From an optimization exercise on the open Yosys and OpenROAD flow, aimed at small area, a short achievable clock period and few clock cycles; shortcuts taken in it are not production practice. Where RTL was checked, it was by simulation tests only, not by an equivalence proof against the original.

==> job 4719: inputs <==
Design julia_worker, start of the top module:
module julia_worker (
	input  logic               tb_clk,
	input  logic               rst,
	input  logic               start,
	input  logic [19:0]        pixel,   
	input  logic [43:0]        c,       
	input  logic               mc_busy,
	output logic               ready,
	output logic               done,
	output logic [63:0]        result   
);
==> module julia_worker, before the edit <==
module julia_worker (
	input  logic               tb_clk,
	input  logic               rst,
	input  logic               start,
	input  logic [19:0]        pixel,   
	input  logic [43:0]        c,       
	input  logic               mc_busy,
	output logic               ready,
	output logic               done,
	output logic [63:0]        result   
);
	logic        busy;
	logic        load;
	logic        escaped;
	logic        tree_escaped;
	logic        finish;
	logic        periodic;
	logic [7:0]  count;
	logic [19:0] pix_q;
	logic [13:0] xr, xi, xr0, xi0;
	logic        ovr, ovi;
	logic [15:0] nre, nim;
	logic [14:0] cre, cim, cre0, cim0;
	logic [27:0] z_seen;
	jw_control u_control (
		.tb_clk  (tb_clk),
		.rst     (rst),
		.start   (start),
		.mc_busy (mc_busy),
		.finish  (finish),
		.ready   (ready),
		.done    (done),
		.busy    (busy),
		.load    (load)
	);
	iter_counter u_counter (
		.tb_clk   (tb_clk),
		.load     (load),
		.step     (busy & ~escaped),
		.periodic (busy & periodic),
		.count    (count)
	);
	jw_start u_start (
		.pixel (pixel),
		.c     (c),
		.xr    (xr0),
		.xi    (xi0),
		.cre   (cre0),
		.cim   (cim0)
	);
	jw_step u_step (
		.xr      (xr),
		.xi      (xi),
		.cre     (cre),
		.cim     (cim),
		.escaped (tree_escaped),
		.nre     (nre),
		.nim     (nim)
	);
	assign escaped = tree_escaped | ovr | ovi;
	always_ff @(posedge tb_clk) begin
		if (count[3:0] == 4'd0) begin
			z_seen <= {xr, xi};
		end
	end
	assign periodic = (count != 8'd0) & ~ovr & ~ovi & ({xr, xi} == z_seen);
	assign finish = busy & (escaped | periodic | (count == 8'(MAX_ITER - 1)));
	always_ff @(posedge tb_clk) begin
		if (load) begin
			{xr, ovr} <= {xr0, 1'b0};
			{xi, ovi} <= {xi0, 1'b0};
		end else begin
			{xr, ovr} <= {nre[13:0], nre[15:13] != {3{nre[13]}}};
			{xi, ovi} <= {nim[13:0], nim[15:13] != {3{nim[13]}}};
		end
		if (load) begin
			cre   <= cre0;
			cim   <= cim0;
			pix_q <= pixel;
		end
	end
	pixel_result u_result (
		.pix    (pix_q),
		.count  (count),
		.result (result)
	);
endmodule
==> module iter_counter, before the edit <==
module iter_counter (
	input  logic             tb_clk,
	input  logic             load,
	input  logic             step,
	input  logic             periodic,
	output julia_pkg::iter_t count
);
	always_ff @(posedge tb_clk) begin
		if (load) begin
			count <= '0;
		end else if (periodic) begin
			count <= 8'(MAX_ITER);
		end else if (step) begin
			count <= count + 8'd1;
		end
	end
endmodule
==> module jw_control, before the edit <==
module jw_control (
	input  logic tb_clk,
	input  logic rst,
	input  logic start,
	input  logic mc_busy,
	input  logic finish,
	output logic ready,
	output logic done,
	output logic busy,
	output logic load
);
	assign ready = ~busy & ~(done & mc_busy);
	assign load  = ready & start & ~rst;
	always_ff @(posedge tb_clk) begin
		if (rst) begin
			busy <= 1'b0;
			done <= 1'b0;
		end else if (load) begin
			busy <= 1'b1;
			done <= 1'b0;
		end else if (finish) begin
			busy <= 1'b0;
			done <= 1'b1;
		end else if (done & ~mc_busy) begin
			done <= 1'b0;
		end
	end
endmodule
==> module pixel_result, before the edit <==
module pixel_result (
	input  julia_pkg::pixel_t   pix,
	input  julia_pkg::iter_t    count,
	output julia_pkg::result_t  result
);
	logic [19:0] pix_index;
	assign pix_index = {pix.y, 9'd0} + {2'd0, pix.y, 7'd0} + 20'(pix.x);
	always_comb begin
		result.addr = {10'd0, pix_index, 2'd0};
		if (count == 8'(MAX_ITER)) begin
			result.color = COLOR_BLACK;
		end else begin
			result.color = {8'hFF, count, count[4:0], count[7:5], ~count};
		end
	end
endmodule
export LEC_CHECK = 0
export CAP_MARGIN = 60
export CORE_MARGIN = 2
export CORE_UTILIZATION = 40
export SLEW_MARGIN = 60
create_clock -name core_clock -period 14.0 [get_ports {tb_clk}]
run.sh (not shown) runs the stock make flow with config.mk's settings and CLKGATE_MAP_FILE= SYNTH_SCRIPT=/design/flow/synth_recipe.tcl, a recipe that flattens the netlist after the stock synthesis.
==> job 3414 (differences from job 4719) <==
--- a/flow/design.v
+++ b/flow/design.v
@@ -886,2 +886,3 @@
 	logic [27:0] z_seen;
+	logic        next_escapes;
 	jw_control u_control (
@@ -928,3 +929,8 @@
 	assign periodic = (count != 8'd0) & ~ovr & ~ovi & ({xr, xi} == z_seen);
-	assign finish = busy & (escaped | periodic | (count == 8'(MAX_ITER - 1)));
+	jw_escape_ahead u_ahead (
+		.nre          (nre),
+		.nim          (nim),
+		.next_escapes (next_escapes)
+	);
+	assign finish = busy & (escaped | periodic | next_escapes | (count == 8'(MAX_ITER - 1)));
 	always_ff @(posedge tb_clk) begin
@@ -966 +972,36 @@
 endmodule
+module jw_escape_ahead (
+	input  logic [15:0] nre,
+	input  logic [15:0] nim,
+	output logic        next_escapes
+);
+	logic [15:0] mr, mi;
+	logic [4:0]  ar, ai;
+	logic [4:0]  ai_min;
+	assign mr = nre ^ {16{nre[15]}};
+	assign mi = nim ^ {16{nim[15]}};
+	assign ar = mr[12:8];
+	assign ai = mi[12:8];
+	always_comb begin
+		case (ar)
+			5'd0, 5'd1:   ai_min = 5'd17 - 5'(ar);
+			5'd2:         ai_min = 5'd16;
+			5'd3:         ai_min = 5'd16;
+			5'd4:         ai_min = 5'd16;
+			5'd5:         ai_min = 5'd16;
+			5'd6:         ai_min = 5'd15;
+			5'd7:         ai_min = 5'd15;
+			5'd8:         ai_min = 5'd14;
+			5'd9:         ai_min = 5'd14;
+			5'd10:        ai_min = 5'd13;
+			5'd11:        ai_min = 5'd12;
+			5'd12:        ai_min = 5'd11;
+			5'd13:        ai_min = 5'd10;
+			5'd14:        ai_min = 5'd8;
+			5'd15:        ai_min = 5'd6;
+			5'd16:        ai_min = 5'd1;
+			default:      ai_min = 5'd0;
+		endcase
+	end
+	assign next_escapes = (|mr[15:13]) | (|mi[15:13]) | (ai >= ai_min);
+endmodule
==> job 8965 (differences from job 4719) <==
--- a/flow/design.v
+++ b/flow/design.v
@@ -33,3 +33,3 @@
 	input  logic             load,
-	input  logic             step,
+	input  logic             run,
 	input  logic             periodic,
@@ -40,6 +40,4 @@
 			count <= '0;
-		end else if (periodic) begin
-			count <= 8'(MAX_ITER);
-		end else if (step) begin
-			count <= count + 8'd1;
+		end else if (run) begin
+			count <= periodic ? 8'(MAX_ITER) : count + 8'd1;
 		end
@@ -48,4 +46,4 @@
 `timescale 1ns/1ps
+import julia_pkg::*;
 module jw_control (
-	input  logic tb_clk,
 	input  logic rst,
@@ -53,24 +51,13 @@
 	input  logic mc_busy,
-	input  logic finish,
+	input  logic busy,
+	input  logic waiting,
+	input  logic done,
+	input  logic sure_esc,
 	output logic ready,
-	output logic done,
-	output logic busy,
-	output logic load
+	output logic load,
+	output logic res_free
 );
-	assign ready = ~busy & ~(done & mc_busy);
-	assign load  = ready & start & ~rst;
-	always_ff @(posedge tb_clk) begin
-		if (rst) begin
-			busy <= 1'b0;
-			done <= 1'b0;
-		end else if (load) begin
-			busy <= 1'b1;
-			done <= 1'b0;
-		end else if (finish) begin
-			busy <= 1'b0;
-			done <= 1'b1;
-		end else if (done & ~mc_busy) begin
-			done <= 1'b0;
-		end
-	end
+	assign ready    = ~busy | (sure_esc & ~waiting & ~done);
+	assign load     = ready & start & ~rst;
+	assign res_free = ~done | ~mc_busy;
 endmodule
@@ -847,2 +834,3 @@
 	input  julia_pkg::iter_t    count,
+	input  logic                black,   
 	output julia_pkg::result_t  result
@@ -853,3 +841,3 @@
 		result.addr = {10'd0, pix_index, 2'd0};
-		if (count == 8'(MAX_ITER)) begin
+		if (black) begin
 			result.color = COLOR_BLACK;
@@ -877,3 +865,2 @@
 	logic        tree_escaped;
-	logic        finish;
 	logic        periodic;
@@ -886,12 +873,23 @@
 	logic [27:0] z_seen;
+	logic        waiting;     
+	logic        wait_esc;    
+	logic        res_free;
+	logic        sure_esc;
+	logic        at_last;
+	logic        finish;
+	logic        transfer;
+	logic [19:0] res_pix;
+	logic [7:0]  res_count;
+	logic        res_black;
 	jw_control u_control (
-		.tb_clk  (tb_clk),
-		.rst     (rst),
-		.start   (start),
-		.mc_busy (mc_busy),
-		.finish  (finish),
-		.ready   (ready),
-		.done    (done),
-		.busy    (busy),
-		.load    (load)
+		.rst      (rst),
+		.start    (start),
+		.mc_busy  (mc_busy),
+		.busy     (busy),
+		.waiting  (waiting),
+		.done     (done),
+		.sure_esc (sure_esc),
+		.ready    (ready),
+		.load     (load),
+		.res_free (res_free)
 	);
@@ -900,6 +898,42 @@
 		.load     (load),
-		.step     (busy & ~escaped),
-		.periodic (busy & periodic),
+		.run      (busy & ~waiting),
+		.periodic (periodic),
 		.count    (count)
 	);
+	jw_sure_escape u_sure (
+		.xr       (xr),
+		.xi       (xi),
+		.ovr      (ovr),
+		.ovi      (ovi),
+		.sure_esc (sure_esc)
+	);
+	assign at_last  = periodic | (count == 8'(MAX_ITER - 1));
+	assign finish   = escaped | at_last;
+	assign transfer = busy & res_free & (waiting | finish);
+	always_ff @(posedge tb_clk) begin
+		if (rst) begin
+			busy    <= 1'b0;
+			waiting <= 1'b0;
+			done    <= 1'b0;
+		end else begin
+			busy    <= load | (busy & ~transfer);
+			waiting <= busy & ~load & ~res_free & (waiting | finish);
+			done    <= transfer | (done & mc_busy);
+		end
+		if (~waiting) begin
+			wait_esc <= escaped;
+		end
+	end
+	always_ff @(posedge tb_clk) begin
+		if (res_free) begin
+			res_pix <= pix_q;
+			if (waiting) begin
+				res_count <= wait_esc ? count - 8'd1 : count;
+				res_black <= ~wait_esc;
+			end else begin
+				res_count <= count;
+				res_black <= ~escaped & at_last;
+			end
+		end
+	end
 	jw_start u_start (
@@ -928,3 +962,2 @@
 	assign periodic = (count != 8'd0) & ~ovr & ~ovi & ({xr, xi} == z_seen);
-	assign finish = busy & (escaped | periodic | (count == 8'(MAX_ITER - 1)));
 	always_ff @(posedge tb_clk) begin
@@ -944,4 +977,5 @@
 	pixel_result u_result (
-		.pix    (pix_q),
-		.count  (count),
+		.pix    (res_pix),
+		.count  (res_count),
+		.black  (res_black),
 		.result (result)
@@ -966 +1000,34 @@
 endmodule
+module jw_sure_escape (
+	input  logic [13:0] xr,
+	input  logic [13:0] xi,
+	input  logic        ovr,
+	input  logic        ovi,
+	output logic        sure_esc
+);
+	logic [12:0] mr, mi;
+	logic [4:0]  ar, ai;
+	logic [4:0]  ai_min;
+	assign mr = xr[12:0] ^ {13{xr[13]}};
+	assign mi = xi[12:0] ^ {13{xi[13]}};
+	assign ar = mr[12:8];
+	assign ai = mi[12:8];
+	always_comb begin
+		case (ar)
+			5'd0:         ai_min = 5'd17;
+			5'd1, 5'd2, 5'd3, 5'd4, 5'd5:
+			              ai_min = 5'd16;
+			5'd6, 5'd7:   ai_min = 5'd15;
+			5'd8, 5'd9:   ai_min = 5'd14;
+			5'd10:        ai_min = 5'd13;
+			5'd11:        ai_min = 5'd12;
+			5'd12:        ai_min = 5'd11;
+			5'd13:        ai_min = 5'd10;
+			5'd14:        ai_min = 5'd8;
+			5'd15:        ai_min = 5'd6;
+			5'd16:        ai_min = 5'd1;
+			default:      ai_min = 5'd0;
+		endcase
+	end
+	assign sure_esc = ovr | ovi | (ai >= ai_min);
+endmodule
==> run notes <==
quantity	job 4719	job 3414	job 8965
Result of the run	finished clean	finished clean	finished clean
Via/cell ratio	5.15	5.23	5.04
Largest incremental delay on the critical path	590 ps	590 ps	470 ps
Start point of the critical path	mc_busy	xr[7]	xr[13]
Routability Congestion	0.864	0.876	0.839
Met3 Routed Length	2.31 mm	2.86 mm	2.33 mm
Time the final worst path needs with I/O delays and setup	6840 ps	8330 ps	7160 ps
Post-synthesis simple-gate area fraction	0.107	0.118	0.109
Count of flip-flops with a built-in enable after synthesis	78	78	108
Multiplexer share of the synthesized area	0.00165	0.00523	0.0132
Relative slew slack	0.621	0.627	0.597
Reg-to-reg endpoint	ovr	u_control.done	ovi
Post-route met1 wirelength	19.9 mm	20.3 mm	20.0 mm
Reg clk slew, reported paths	60 ps	60 ps	70 ps
Most common cell type on the critical path	sky130_fd_sc_hd__clkdlybuf4s50_1	sky130_fd_sc_hd__fa_1	sky130_fd_sc_hd__a21o_1
Register-to-register path setup slack	7390 ps	5670 ps	6940 ps
Testbench counts of job 4719, summed over its fixed seeds: cycles 104,985.
Testbench counts of job 3414, summed over its fixed seeds: cycles 102,279.
For job 8965, only the layout was checked, not whether the RTL still works.

[re-timing with driven ports]
Ports are ideal in the flow. The routed layouts listed here were re-timed in OpenROAD.
Step 1 sets driving cells, clkbuf_16 on the clock port and buf_2 on the other inputs (assumed; they add their load-dependent delay and slew).
Step 2 times the ports against the registers' clock, not the clock port: input delays grow and output delays shrink by t, the midpoint of the rising clock arrivals with the driver on.
Three values: ideal, step 1, step 2; two values: the first two.
run	t, ns	slack for setup (ns)	worst data-port slew with drivers (ns)
job 4719	0.489	7.164 / 7.134 / 7.134	0.05
job 3414	0.538	5.674 / 5.674 / 5.674	0.05
job 8965	0.518	6.845 / 6.786 / 6.941	0.05
After both steps setup and hold are still met in every run listed. The setup slack of job 4719, which loses most, moves by -0.030 ns with the drivers and by -0.030 ns with both steps.
